What follows belongs to an exercise in optimizing a design on an open flow for small area and a short achievable clock period; a production flow would make more cautious choices. In this exercise RTL edits were held to simulation tests only and were not proved equivalent to the original. Power is estimated from default activity; no workload was simulated.

==> design.v <==
`timescale 1ns/100ps
package audio_pkg;
	localparam int CTRL_W = 8;
	localparam int CTRL_IDX_W = $clog2(CTRL_W);
	localparam int STATUS_W = 16;
	typedef enum logic [CTRL_IDX_W-1:0]
	{
		DAC_CLR = 0,
		ADC_CLR = 1,
		DAC_WR  = 2,
		ADC_RD  = 3
	} ctrl_bit_e;
	typedef struct packed
	{
		logic wr;
		logic rd;
		logic clr;
	} fifo_req_t;
	typedef struct packed
	{
		logic full;
		logic half;
		logic empty;
	} fifo_flags_t;
	localparam int RSVD_W = STATUS_W - 2 * 3;
	typedef struct packed
	{
		logic [RSVD_W-1:0] rsvd;
		fifo_flags_t       adc;
		fifo_flags_t       dac;
	} audio_status_t;
endpackage
`timescale 1ns/100ps
module audio_req_edges
(
	input  logic                         CLOCK_50,
	input  logic                         ar,
	input  logic [audio_pkg::CTRL_W-1:0] host_ctrl,
	input  logic                         adc_lrck,
	input  logic                         dac_lrck,
	output audio_pkg::fifo_req_t         adc_req,
	output audio_pkg::fifo_req_t         dac_req
);
	logic adc_rd_lvl;
	logic dac_wr_lvl;
	logic adc_rd_q;
	logic dac_wr_q;
	logic adc_lrck_q;
	logic dac_lrck_q;
	logic adc_wr_pls;
	logic adc_rd_pls;
	logic dac_wr_pls;
	logic dac_rd_pls;
	assign adc_rd_lvl = host_ctrl[audio_pkg::ADC_RD];
	assign dac_wr_lvl = host_ctrl[audio_pkg::DAC_WR];
	always_ff @(posedge CLOCK_50 or negedge ar)
	begin
		if (!ar)
		begin
			adc_rd_q   <= 1'b0;
			dac_wr_q   <= 1'b0;
			adc_lrck_q <= 1'b0;
			dac_lrck_q <= 1'b0;
		end
		else
		begin
			adc_rd_q   <= adc_rd_lvl;
			dac_wr_q   <= dac_wr_lvl;
			adc_lrck_q <= adc_lrck;
			dac_lrck_q <= dac_lrck;
		end
	end
	assign adc_wr_pls = adc_lrck & ~adc_lrck_q;
	assign adc_rd_pls = adc_rd_lvl & ~adc_rd_q;
	assign dac_wr_pls = dac_wr_lvl & ~dac_wr_q;
	assign dac_rd_pls = dac_lrck & ~dac_lrck_q;
	always_comb
	begin
		adc_req.wr  = adc_wr_pls;
		adc_req.rd  = adc_rd_pls;
		adc_req.clr = host_ctrl[audio_pkg::ADC_CLR];
		dac_req.wr  = dac_wr_pls;
		dac_req.rd  = dac_rd_pls;
		dac_req.clr = host_ctrl[audio_pkg::DAC_CLR];
	end
endmodule
`timescale 1ns/100ps
module sample_fifo
#(
	parameter int SAMPLE_W = 32,
	parameter int DEPTH    = 128
)
(
	input  logic                   CLOCK_50,
	input  logic                   ar,
	input  audio_pkg::fifo_req_t   req,
	input  logic [SAMPLE_W-1:0]    data,
	output logic [SAMPLE_W-1:0]    q,
	output audio_pkg::fifo_flags_t flags
);
	localparam int AW = $clog2(DEPTH);
	localparam int CNT_W = AW + 1;
	localparam int SLOTS = DEPTH - 1;
	logic [SLOTS-1:0][SAMPLE_W-1:0] mem;
	localparam int LO_N = 8;
	localparam int HI_N = (SLOTS + LO_N - 1) / LO_N;
	logic [LO_N-1:0] wr_lo;
	logic [HI_N-1:0] wr_hi;
	logic [SLOTS-1:0] rd_sel;
	logic [CNT_W-1:0] count;
	logic full_q;
	logic half_q;
	logic empty_q;
	logic many_q;
	logic do_wr;
	logic do_rd;
	logic mem_wr;
	logic inc;
	logic dec;
	logic [SAMPLE_W-1:0] slot_word;
	logic [SAMPLE_W-1:0] next_head;
	assign do_rd = req.rd && !req.clr && !empty_q;
	assign do_wr = req.wr && !req.clr && !full_q;
	assign inc = do_wr && !do_rd;
	assign dec = do_rd && !do_wr;
	assign mem_wr = do_wr && !empty_q && (many_q || !do_rd);
	always_ff @(posedge CLOCK_50 or negedge ar)
	begin
		if (!ar)
		begin
			wr_lo   <= LO_N'(1);
			wr_hi   <= HI_N'(1);
			rd_sel  <= SLOTS'(1);
			count   <= '0;
			full_q  <= 1'b0;
			half_q  <= 1'b0;
			empty_q <= 1'b1;
			many_q  <= 1'b0;
		end
		else if (req.clr)
		begin
			wr_lo   <= LO_N'(1);
			wr_hi   <= HI_N'(1);
			rd_sel  <= SLOTS'(1);
			count   <= '0;
			full_q  <= 1'b0;
			half_q  <= 1'b0;
			empty_q <= 1'b1;
			many_q  <= 1'b0;
		end
		else
		begin
			if (mem_wr)
			begin
				if (wr_hi[(SLOTS - 1) / LO_N] && wr_lo[(SLOTS - 1) % LO_N])
				begin
					wr_lo <= LO_N'(1);
					wr_hi <= HI_N'(1);
				end
				else
				begin
					wr_lo <= {wr_lo[LO_N-2:0], wr_lo[LO_N-1]};
					if (wr_lo[LO_N-1])
						wr_hi <= {wr_hi[HI_N-2:0], wr_hi[HI_N-1]};
				end
			end
			if (do_rd && many_q)
			begin
				rd_sel <= {rd_sel[SLOTS-2:0], rd_sel[SLOTS-1]};
			end
			if (inc)
				count <= count + 1'b1;
			else if (dec)
				count <= count - 1'b1;
			if (inc)
			begin
				full_q  <= full_q  || (count == CNT_W'(DEPTH - 1));
				half_q  <= half_q  || (count == CNT_W'(DEPTH / 2 - 1));
				empty_q <= 1'b0;
				many_q  <= many_q  || (count == CNT_W'(1));
			end
			else if (dec)
			begin
				full_q  <= 1'b0;
				half_q  <= half_q  && (count != CNT_W'(DEPTH / 2));
				empty_q <= (count == CNT_W'(1));
				many_q  <= many_q  && (count != CNT_W'(2));
			end
		end
	end
	always_ff @(posedge CLOCK_50)
	begin
		for (int i = 0; i < SLOTS; i++)
			if (req.wr && !full_q && wr_hi[i / LO_N] && wr_lo[i % LO_N])
				mem[i] <= data;
	end
	sample_rd_mux #(
		.SAMPLE_W(SAMPLE_W),
		.SLOTS   (SLOTS)
	) u_rd_mux
	(
		.mem(mem),
		.sel(rd_sel),
		.q  (slot_word)
	);
	always_ff @(posedge CLOCK_50)
	begin
		if (req.wr && !many_q)
			next_head <= data;
		else
			next_head <= slot_word;
	end
	always_ff @(posedge CLOCK_50 or negedge ar)
	begin
		if (!ar)
			q <= '0;
		else if (do_rd && many_q)
			q <= next_head;
		else if (do_wr && (empty_q || do_rd))
			q <= data;
	end
	always_comb
	begin
		flags.full  = full_q;
		flags.half  = half_q;
		flags.empty = empty_q;
	end
endmodule
module sample_rd_mux
#(
	parameter int SAMPLE_W = 32,
	parameter int SLOTS    = 63
)
(
	input  logic [SLOTS-1:0][SAMPLE_W-1:0] mem,
	input  logic [SLOTS-1:0]               sel,
	output logic [SAMPLE_W-1:0]            q
);
	localparam int N = 64;
	logic [N-1:0][SAMPLE_W-1:0] mem_p;
	logic [N-1:0]               sel_p;
	logic [N/2-1:0][SAMPLE_W-1:0] l1_n;
	logic [N/8-1:0][SAMPLE_W-1:0] l2;
	logic [N/16-1:0][SAMPLE_W-1:0] l3_n;
	always_comb
	begin
		mem_p = '0;
		sel_p = '0;
		for (int i = 0; i < SLOTS; i++)
		begin
			mem_p[i] = mem[i];
			sel_p[i] = sel[i];
		end
	end
	for (genvar i = 0; i < N / 2; i++)
	begin : g_l1
		sample_aoi22 #(.W(SAMPLE_W)) u_aoi
		(
			.a (mem_p[2*i]),
			.sa(sel_p[2*i]),
			.b (mem_p[2*i+1]),
			.sb(sel_p[2*i+1]),
			.y (l1_n[i])
		);
	end
	for (genvar i = 0; i < N / 8; i++)
	begin : g_l2
		sample_nand4 #(.W(SAMPLE_W)) u_nand
		(
			.a(l1_n[4*i]),
			.b(l1_n[4*i+1]),
			.c(l1_n[4*i+2]),
			.d(l1_n[4*i+3]),
			.y(l2[i])
		);
	end
	for (genvar i = 0; i < N / 16; i++)
	begin : g_l3
		sample_nor2 #(.W(SAMPLE_W)) u_nor
		(
			.a(l2[2*i]),
			.b(l2[2*i+1]),
			.y(l3_n[i])
		);
	end
	sample_nand4 #(.W(SAMPLE_W)) u_out
	(
		.a(l3_n[0]),
		.b(l3_n[1]),
		.c(l3_n[2]),
		.d(l3_n[3]),
		.y(q)
	);
endmodule
module sample_aoi22
#(
	parameter int W = 32
)
(
	input  logic [W-1:0] a,
	input  logic         sa,
	input  logic [W-1:0] b,
	input  logic         sb,
	output logic [W-1:0] y
);
	assign y = ~((a & {W{sa}}) | (b & {W{sb}}));
endmodule
module sample_nand4
#(
	parameter int W = 32
)
(
	input  logic [W-1:0] a,
	input  logic [W-1:0] b,
	input  logic [W-1:0] c,
	input  logic [W-1:0] d,
	output logic [W-1:0] y
);
	assign y = ~(a & b & c & d);
endmodule
module sample_nor2
#(
	parameter int W = 32
)
(
	input  logic [W-1:0] a,
	input  logic [W-1:0] b,
	output logic [W-1:0] y
);
	assign y = ~(a | b);
endmodule
`timescale 1ns/100ps
module audio_fifo_bridge
#(
	parameter int SAMPLE_W = 32,
	parameter int DEPTH    = 64
)
(
	input  logic                         CLOCK_50,
	input  logic                         ar,
	input  logic                         adc_lrck,
	input  logic [SAMPLE_W-1:0]          adc_sample,
	input  logic                         dac_lrck,
	output logic [SAMPLE_W-1:0]          dac_sample,
	input  logic [audio_pkg::CTRL_W-1:0] host_ctrl,
	input  logic [SAMPLE_W-1:0]          host_dac_data,
	output logic [SAMPLE_W-1:0]          host_adc_data,
	output audio_pkg::audio_status_t     host_status
);
	audio_pkg::fifo_req_t adc_req;
	audio_pkg::fifo_req_t dac_req;
	audio_pkg::fifo_flags_t adc_flags;
	audio_pkg::fifo_flags_t dac_flags;
	audio_req_edges u_req_edges
	(
		.CLOCK_50 (CLOCK_50),
		.ar       (ar),
		.host_ctrl(host_ctrl),
		.adc_lrck (adc_lrck),
		.dac_lrck (dac_lrck),
		.adc_req  (adc_req),
		.dac_req  (dac_req)
	);
	sample_fifo #(
		.SAMPLE_W(SAMPLE_W),
		.DEPTH   (DEPTH)
	) adc_fifo
	(
		.CLOCK_50(CLOCK_50),
		.ar      (ar),
		.req     (adc_req),
		.data    (adc_sample),
		.q       (host_adc_data),
		.flags   (adc_flags)
	);
	sample_fifo #(
		.SAMPLE_W(SAMPLE_W),
		.DEPTH   (DEPTH)
	) dac_fifo
	(
		.CLOCK_50(CLOCK_50),
		.ar      (ar),
		.req     (dac_req),
		.data    (host_dac_data),
		.q       (dac_sample),
		.flags   (dac_flags)
	);
	assign host_status = {audio_pkg::RSVD_W'(0), adc_flags, dac_flags};
endmodule
==> flow/run.sh <==
#!/bin/bash
set -euo pipefail
export BUFFER_PORTS_ARGS="-buffer_cell sky130_fd_sc_hd__buf_4"
# ORFS keeps each step's full log under orfs/logs/; make's own output goes here
bash standard.sh > standard.log 2>&1
==> standard.sh <==
#!/bin/bash
# synth_recipe.tcl (not shown) runs the flow's synth.tcl, then flattens the netlist and writes it again
# the make line also repeats each setting of config.mk as NAME=value (left out here)
make -C /OpenROAD-flow-scripts/flow DESIGN_CONFIG=/design/flow/config.mk WORK_HOME=/design/flow/orfs CLKGATE_MAP_FILE= SYNTH_SCRIPT=/design/flow/synth_recipe.tcl "${@:-finish}"
==> config.mk <==
export PLATFORM = sky130hd
export DESIGN_NAME = audio_fifo_bridge
export DESIGN_NICKNAME = audio_fifo_bridge
export VERILOG_FILES = /design/flow/design.v
export SDC_FILE = /design/flow/constraint.sdc
export NUM_CORES = 4
export LEC_CHECK = 0
export CAP_MARGIN = 20
export CORE_MARGIN = 2
export CORE_UTILIZATION = 45
export CTS_CLUSTER_DIAMETER = 80
export CTS_CLUSTER_SIZE = 30
export PLACE_DENSITY = 0.55
export SETUP_SLACK_MARGIN = 1.6
export SLEW_MARGIN = 20
export SYNTH_HIERARCHICAL = 1
==> constraint.sdc <==
create_clock -name core_clock -period 4.0 [get_ports {CLOCK_50}]
set_input_delay 0.8000 -clock core_clock [delete_from_list [all_inputs] [get_ports {CLOCK_50}]]
set_output_delay 0.8000 -clock core_clock [all_outputs]
set_load 0.01 [all_outputs]
==> results.tsv, run 1 <==
stage	metric	value	unit
global_route	met2_usage	0.367	
sta	fmax	405	MHz
sta	maxSlewViolCount	0	
worst_setup_path	cp_max_fo	18	
pwr	sw_frac_of_total	0.213	
placement	place.gp.congestion	0.846	
global_route	met1_usage	0.378	
final_layout	multi_input_area	0.0273	mm²
pwr	pwr-share-clk	0.315	
sta	tightest_slew	1110	ps
worst_setup_path	cp_data_required_time	4830	ps
pwr	internal_power	60.2	mW
clock_network	clock_latency	940	ps
global_route	grt_pass1_wl	624000	µm
pwr	p_leak	51.7	nW
clock_network	ctsHtreeMaxLevel	4	
routing	first_iter_violations	12000	
clock_network	clock_sinks	4344	
sta	setup_viol	0	
die	core_area	0.349	mm²
sta	period_share	0.617	
global_route	grt_use_met3	0.0454	
clock_network	clk_path_buf_depth	4	
pwr	ir_drop	0.315	mV
run_status	status	finished clean	
worst_setup_path	critPathLaunchType	flip-flop	
global_route	antenna_found_initial	27	
placement	placed_area	0.164	mm²
sta	fin_skew	54.2	ps
flow_run	maxCapViolations	0	
worst_setup_path	endpoint_kind	flip-flop	
die	pin_count	156	
clock_network	cts_buffers	187	
sta	relSlewSlack	0.261	
placement	port_buffers	141	
global_route	overflow	0	
clock_network	clk_pin_slew	100	ps
routing	vias	86000	
final_layout	nFillCells	28300	
routing	wl_per_cell	33.0	µm
worst_setup_path	crit_type	flip-flop to flip-flop	
final_layout	syn_to_final_growth	8.45	%
die	start_util	0.452	
logic_synthesis	synth_cells	8717	
die	dieArea	0.356	mm²
logic_synthesis	ys_ff_latch	4344	
logic_synthesis	synthArstFlopShare	0.0571	
global_route	grt_use_total	0.246	
routing	vias_per_cell	6.31	
final_layout	fin_cells	13600	
logic_synthesis	ys.flop_type	edfxtp_1	
global_route	grt_max_degree	121	
routing	drt-total-wl	450000	µm
sta	finalCriticalPeriod	2470	ps
clock_network	cts_tree	yes	
sta	rsz0062_at_grt	true	
placement	dpl.hpwl	246000	µm
clock_network	root_buffer	clkbuf_16	
die	fp.dieH	597	µm
pwr	p_seq_frac	0.656	
die	rows	217	
logic_synthesis	yosysUniqueCellTypes	51	
global_route	first_global_vias	81600	
sta	fin_tns_setup	0	ps
logic_synthesis	yosysSeqAreaShare	0.813	
routing	dr.pass1.iters	8	
sta	hold_viol	0	
logic_synthesis	avgSynthCellArea	18.1	µm²
final_layout	nets	8943	
final_layout	design_area	0.171	mm²
die	die_x	597	µm
worst_hold_path	hold_class	primary input to flip-flop	
worst_setup_path	crit_arrival	3290	ps
logic_synthesis	yosysWarnings	9	
logic_synthesis	synth_edf_count	4032	
routing	drc	0	
final_layout	seq_area	0.129	mm²
pwr	powerDensity	446	mW/mm²
final_layout	drive_gt1_frac	0.126	
placement	place_inst	13200	
logic_synthesis	syn_area	0.158	mm²
routing	postRouteAntennaNets	0	
pwr	p_comb_frac	0.029	
pwr	p_sw	16.3	mW
global_route	busiest_layer	met1	
[sequential cells by signal, indices dropped and copies added, names as in the netlist, 7 cells and up]
register            cells
adc_fifo.mem         2016
dac_fifo.mem         2016
adc_fifo.rd_sel        63
dac_fifo.rd_sel        63
adc_fifo.next_head     32
adc_fifo.q             32
dac_fifo.next_head     32
dac_fifo.q             32
adc_fifo.wr_hi          8
adc_fifo.wr_lo          8
dac_fifo.wr_hi          8
dac_fifo.wr_lo          8
adc_fifo.count          7
dac_fifo.count          7
[modules after synthesis (local to each module, per instance), a selection]
| module | flip-flops and latches | times used | cells |
|---|---|---|---|
| audio_req_edges | 4 | 1 | 14 |
| audio_fifo_bridge | 0 | 1 | 11 |
[final timing paths]
path,depth (start not counted),startpoint,slack (ps),end
max in group asynchronous,3,ar,2530,dac_fifo.empty_q$_DFFE_PN1P_
setup reg to reg,6,adc_fifo.rd_sel[51]$_DFFE_PN0P_,1530,adc_fifo.next_head[1]$_DFF_P_
setup / recovery,6,adc_fifo.rd_sel[51]$_DFFE_PN0P_,1530,adc_fifo.next_head[1]$_DFF_P_
hold / removal,2,host_ctrl[0],380,dac_fifo.count[3]$_DFFE_PN0P_
hold reg to reg,2,dac_fifo.next_head[25]$_DFF_P_,450,dac_fifo.q[25]$_DFFE_PN0P_
min in group asynchronous,2,ar,450,adc_fifo.rd_sel[44]$_DFFE_PN0P_
[cells in the mapped netlist (all sizes together) (38+ instances only)]
cell,instances,area [µm²]
dfrtp,240,6010
nor2,288,1080
a21oi,142,748
a22oi,2050,15400
dfxtp,64,1280
o21ai,66,330
nand4,580,3630
and3,128,801
buf,460,3660
nand2,362,1360
edfxtp,4032,121000
mux2i,64,641
clkbuf,38,143
mux2,66,743
[routing by layer]
metal / vias up / routed length [µm]
met5: - / 28
met4: 4 / 9300
met3: 403 / 41400
met2: 3777 / 200000
met1: 45700 / 199000
li1: 36100 / -
[placed cells by master (no fill, tap or decap), drive strengths merged, types with 5 or more instances in the layout]
cell type / count
a22oi: 2050
diode: 20
clkinvlp: 11
bufinv: 7
a22o: 14
conb: 84
nor2b: 10
buf: 354
edfxtp: 4032
o21ai: 66
ha: 10
mux2: 66
nand2: 362
and3: 137
dlygate4sd3: 5
nor2: 288
xnor2: 10
dfxtp: 64
clkinv: 33
nand3: 20
mux2i: 64
nand2b: 6
dfstp: 8
dfrtp: 240
nand4: 580
inv: 53
a21oi: 142
nor3: 8
clkbuf: 246
[worst max-delay path, cell delays in order (launching register included)]
cell and delay (ps):
dfrtp_2 580, buf_4 270, a22oi_1 240, nand4_1 260
nor2_1 570, nand4_1 160, mux2_2 280
[per-stage QoR]
step           utilization  setup WS, ps  hold slack (ps)  total power, mW
6_report             0.491          1530              378             76.5
5_1_grt              0.491          1520              381             78.4
4_1_cts              0.489          1500              327             76.8
3_5_place_dp         0.468           934              422             53.3
3_3_place_gp         0.468           975              420             53.2
2_1_floorplan            -          1480              409             51.6
[final cells by class]
| type | count | area share |
|---|---|---|
| clock inverter | 92 | 0.00609 |
| timing repair buffer | 359 | 0.0201 |
| clock buffer | 246 | 0.0293 |
| inverter | 12 | 0.000263 |
| sequential | 4344 | 0.751 |
| tap | 4599 | 0.0336 |
| multi-input combinational | 3953 | 0.159 |
| antenna | 20 | 0.000292 |
[power by group through the flow]
stage | combinational (mW) | sequential (mW) | clock (mW)
after floorplan | 0.542 | 51.1 | 0
after global placement | 2.06 | 51.2 | 0
after detailed placement | 2.12 | 51.2 | 0
after CTS | 2.20 | 50.2 | 24.5
after global routing | 2.36 | 50.2 | 25.9
final | 2.22 | 50.2 | 24.1
[logic make-up (layout without fill, tap and decap cells)]
logic type	count (synthesis)	after routing	synth area share
adders and majority gates	10	10	0.000791
DFF	4344	4344	0.813
buffers and inverters	510	709	0.0243
AOI/OAI and AO/OA	2288	2288	0.106
xor gates and xnor gates	10	10	0.000554
other	3	104	0.0000712
muxes	130	130	0.00875
and+or+nand+nor	1422	1431	0.0466
[repair_timing]
item	CTS	global route
endpoints found under the setup margin	924	661
gates resized for setup	265	119
pin swaps	10	27
endpoints found under the hold margin	74	0
cloned	7	2
hold buffers	5	0
buffers inserted	18	26
==> run 2: changes to the inputs <==
==> flow/run.sh (replaced) <==
#!/bin/bash
set -euo pipefail
export BUFFER_PORTS_ARGS="-buffer_cell sky130_fd_sc_hd__buf_4"
export CTS_ARGS="-sink_clustering_enable -repair_clock_nets -sink_clustering_size 30 -sink_clustering_max_diameter 80 -wire_unit 5"
# ORFS keeps each step's full log under orfs/logs/; make's own output goes here
bash standard.sh > standard.log 2>&1
--- a/config.mk
+++ b/config.mk
@@ -10,7 +10,7 @@
 export CORE_UTILIZATION = 45
 export CTS_CLUSTER_DIAMETER = 80
 export CTS_CLUSTER_SIZE = 30
-export PLACE_DENSITY = 0.55
+export PLACE_DENSITY = 0.6
 export SETUP_SLACK_MARGIN = 1.6
 export SLEW_MARGIN = 20
 export SYNTH_HIERARCHICAL = 1
==> run 2 against run 1 <==
Against the previous run: final cell count hardly changed; combinational power hardly changed; count of clock-buffer cells in the layout is 9 higher; worst hold slack worse by 270 ps; critical path type unchanged; via count is 0.67% lower; global-route usage is 0.51 points lower; sequential share of layout area is 0.33 points higher; design area is 0.50% lower.
==> results.tsv, run 2 <==
stage	metric	value	unit	change
clock_network	cts_buffers	175		-6.4%
worst_setup_path	r2r-start	dac_fifo.rd_sel[26]$_DFFE_PN0P_		
routing	drc	0		unchanged
worst_setup_path	cp_max_fo	21		+3
final_layout	multi_input_area	0.0270	mm²	-1.3%
global_route	grt_pass1_wl	616000	µm	-1.2%
die	die_x	597	µm	unchanged
pwr	sw_frac_of_total	0.218		+0.00550
logic_synthesis	yosysWarnings	9		unchanged
clock_network	clk_path_buf_depth	3		-1
clock_network	clk_pin_slew	110	ps	about the same
sta	hold_viol	0		unchanged
clock_network	clock_sinks	4344		unchanged
pwr	ir_drop	0.715	mV	+130%
die	pin_count	156		unchanged
sta	fin_tns_setup	0	ps	unchanged
die	start_util	0.452		unchanged
run_status	status	finished clean		
sta	setup_viol	0		unchanged
pwr	p_leak	51.4	nW	-0.53%
worst_setup_path	crit_arrival	3160	ps	-130 ps
placement	port_buffers	141		unchanged
worst_setup_path	critPathLaunch	dac_fifo.rd_sel[26]$_DFFE_PN0P_		
pwr	p_comb_frac	0.029		about the same
logic_synthesis	yosysTopAreaCell	edfxtp_1		
logic_synthesis	yosys-top-cells-count	edfxtp_1, a22oi_1, nand4_1		
logic_synthesis	synth_cells	8717		unchanged
final_layout	mostFrequentLayoutCell	edfxtp_1		
routing	wl_per_cell	32.4	µm	-1.8%
global_route	antenna_found_initial	19		-30%
logic_synthesis	ys.flop_type	edfxtp_1		
sta	maxSlewViolCount	0		unchanged
logic_synthesis	synthArstFlopShare	0.0571		unchanged
worst_setup_path	r2r_end	dac_fifo.next_head[21]$_DFF_P_		
sta	finalCriticalPeriod	2410	ps	-63.0 ps
final_layout	nets	8936		-0.078%
die	fp.dieH	597	µm	unchanged
sta	rsz0062_at_grt	true		
logic_synthesis	syn_area	0.158	mm²	unchanged
sta	fin_skew	190	ps	+136 ps
placement	place.gp.congestion	0.841		-0.58%
die	rows	217		unchanged
flow_run	maxCapViolations	0		unchanged
logic_synthesis	yosysUniqueCellTypes	51		unchanged
pwr	p_seq_frac	0.660		+0.004
global_route	grt_use_total	0.241		-0.00510
worst_setup_path	rrSetupSlack	1590	ps	+60 ps
final_layout	seq_area	0.129	mm²	about the same
global_route	grt_max_degree	76		-37%
worst_setup_path	cp-endpoint	dac_fifo.next_head[21]$_DFF_P_		
logic_synthesis	avgSynthCellArea	18.1	µm²	unchanged
logic_synthesis	yosys-top-cells-area	edfxtp_1, a22oi_1, dfrtp_1		
routing	vias_per_cell	6.28		-0.59%
pwr	pwr-share-clk	0.311		-0.004
worst_setup_path	crit_type	flip-flop to flip-flop		
final_layout	syn_to_final_growth	7.91	%	
routing	first_iter_violations	11300		-5.8%
clock_network	cts_tree	yes		
routing	dr.pass1.iters	6		-2
worst_setup_path	critPathLaunchType	flip-flop		
final_layout	drive_gt1_frac	0.116		-0.00988
worst_setup_path	r2r_cells	6		unchanged
placement	dpl.hpwl	248000	µm	+0.83%
pwr	powerDensity	446	mW/mm²	-0.13%
clock_network	ctsHtreeMaxLevel	4		unchanged
sta	fmax	416	MHz	+2.6%
worst_setup_path	endpoint_kind	flip-flop		
worst_hold_path	hold_class	primary input to flip-flop		
routing	drt-total-wl	441000	µm	-1.9%
clock_network	root_buffer	clkbuf_16		
logic_synthesis	yosysSeqAreaShare	0.813		unchanged
sta	fin_ws	1590	ps	+63.0 ps
placement	pre_cts_slack	1000	ps	+69.1 ps
logic_synthesis	ys_ff_latch	4344		unchanged
final_layout	nFillCells	28500		+0.46%
clock_network	clock_latency	910	ps	-30 ps
sta	relSlewSlack	0.234		-0.0269
logic_synthesis	synth_edf_count	4032		unchanged
die	core_area	0.349	mm²	unchanged
logic_synthesis	synth_top_area_frac	0.766		unchanged
final_layout	reg_top3	adc_fifo.mem x2016, dac_fifo.mem x2016		
routing	vias	85400		-0.67%
global_route	first_global_vias	82500		+1.1%
pwr	internal_power	59.4	mW	-1.3%
sta	period_share	0.601		-0.0158
logic_synthesis	synth.most_common_cell	edfxtp_1		
routing	postRouteAntennaNets	0		unchanged
pwr	p_sw	16.6	mW	+1.9%
worst_setup_path	cp_data_required_time	4760	ps	-70 ps
sta	tightest_slew	1150	ps	+40.4 ps
final_layout	final_cell_mix	edfxtp_1, a22oi_1, nand4_1, nand2_1, buf_4		
global_route	overflow	0		unchanged
die	dieArea	0.356	mm²	unchanged
==> run 2: cell count changes in the layout (fill, tap and decap cells not counted), sizes merged <==
| cell | delta |
|---|---|
| and3 | -8 |
| inv | -18 |
| clkbuf | +9 |
| clkinv | +4 |
| dlygate4sd3 | -4 |
| buf | +17 |
| bufinv | -3 |
| diode | -2 |
| clkinvlp | -6 |
==> run 2: worst min path at each step <==
| stage | start | end | slack [ps] | cells past startpoint |
|---|---|---|---|---|
| CTS | host_ctrl[3] | u_req_edges.adc_rd_q$_DFF_PN0_ | 80 | 1 |
| global placement | dac_fifo.next_head[29]$_DFF_P_ | dac_fifo.q[29]$_DFFE_PN0P_ | 420 | 2 |
| detailed placement | adc_fifo.next_head[18]$_DFF_P_ | adc_fifo.q[18]$_DFFE_PN0P_ | 420 | 2 |
| global route | host_ctrl[2] | u_req_edges.dac_wr_q$_DFF_PN0_ | 90 | 1 |
| floorplan | adc_fifo.next_head[24]$_DFF_P_ | adc_fifo.q[24]$_DFFE_PN0P_ | 410 | 2 |
| finish | dac_lrck | u_req_edges.dac_lrck_q$_DFF_PN0_ | 110 | 1 |
==> run 2: cells by family after synthesis <==
kind of cell,after synthesis,share of synthesized area
fa+ha+maj,10,0.000791
simple gates,1422,0.0466
other cells,3,0.0000712
compound gates,2288,0.106
buf+inv,510,0.0243
flops,4344,0.813
mux,130,0.00875
xor+xnor,10,0.000554
==> run 2: area by class of cell <==
type | count | area share
clock buffer | 255 | 0.0280
tap | 4599 | 0.0337
antenna | 18 | 0.000264
inverter | 12 | 0.000264
clock inverter | 69 | 0.00599
multi-input combinational | 3945 | 0.158
sequential | 4344 | 0.754
timing repair buffer | 372 | 0.0193
==> run 2: metal layers <==
metal,up-vias,part of all wire,track usage
li1,36100,-,-
met1,45000,0.39,0.327
met2,3836,0.48,0.390
met3,578,0.087,0.0396
met4,12,0.043,0.0952
met5,-,0.00016,0
==> run 2: stage by stage <==
| step | cells | power, mW | hold WS [ps] | util | instance area (µm²) |
|---|---|---|---|---|---|
| 2_1_floorplan | 8798 | 51.6 | 409 | - | 159000 |
| 3_3_place_gp | 13300 | 53.3 | 420 | 0.469 | 164000 |
| 3_5_place_dp | 13300 | 53.4 | 421 | 0.469 | 164000 |
| 4_1_cts | 13600 | 76.3 | 83.1 | 0.487 | 170000 |
| 5_1_grt | 13600 | 77.9 | 85.4 | 0.488 | 171000 |
| 6_report | 13600 | 76.0 | 111 | 0.488 | 171000 |
==> run 2: power groups by stage <==
stage / sequential, mW / clock, mW / combinational, mW
2_1_floorplan: 51.1 / 0 / 0.542
3_3_place_gp: 51.2 / 0 / 2.08
3_5_place_dp: 51.2 / 0 / 2.16
4_1_cts: 50.2 / 24.0 / 2.18
5_1_grt: 50.2 / 25.3 / 2.31
6_report: 50.2 / 23.6 / 2.20
==> run 2: critical path: stages (launching register included) <==
cell,delay [ps]
dfrtp_1,600
buf_4,350
a22oi_1,270
nand4_1,230
nor2_1,410
nand4_1,150
mux2_2,280
==> run 2: per-module statistics from Yosys, one instance, submodules excluded, excerpt <==
module | times used | flip-flops and latches
audio_fifo_bridge | 1 | 0
audio_req_edges | 1 | 4
==> run 2: what timing repair did <==
item	in CTS	in global routing
endpoints found under the setup margin	89	309
hold buffers	1	0
buffers inserted	4	9
cloned	0	1
gates resized for setup	162	97
hold endpoints to repair	11	0
pin swaps	2	13

separate check: timing with driven ports:
Ports are ideal in the flow. The routed layouts listed here were re-timed in OpenROAD.
Step 1 (the two cells are an assumption about what drives the block):
set clk [get_ports {CLOCK_50}]
set_driving_cell -lib_cell sky130_fd_sc_hd__clkbuf_16 $clk
set_driving_cell -lib_cell sky130_fd_sc_hd__buf_2 [delete_from_list [all_inputs] $clk]
Step 2 moves the port delays by t, midway between the first and last clock arrival at a register: inputs arrive t later, outputs are due t later. That takes back most of the time a late clock gives input paths.
a / b / c = ideal ports / drivers / drivers and shift; a / b = the first two.
run	t (ns)	slack for setup (ns)	hold WS [ns]	worst setup path after step 2
run 1	1.020	1.531 / 1.479 / 0.652	0.378 / 0.294 / 0.445	input to register
run 2	0.901	1.594 / 1.531 / 1.011	0.111 / 0.035 / 0.419	input to register
After both steps setup and hold are still met in every run listed. For run 1, which loses most, drivers alone change the setup slack by -0.052 ns; drivers and shift together by -0.879 ns.
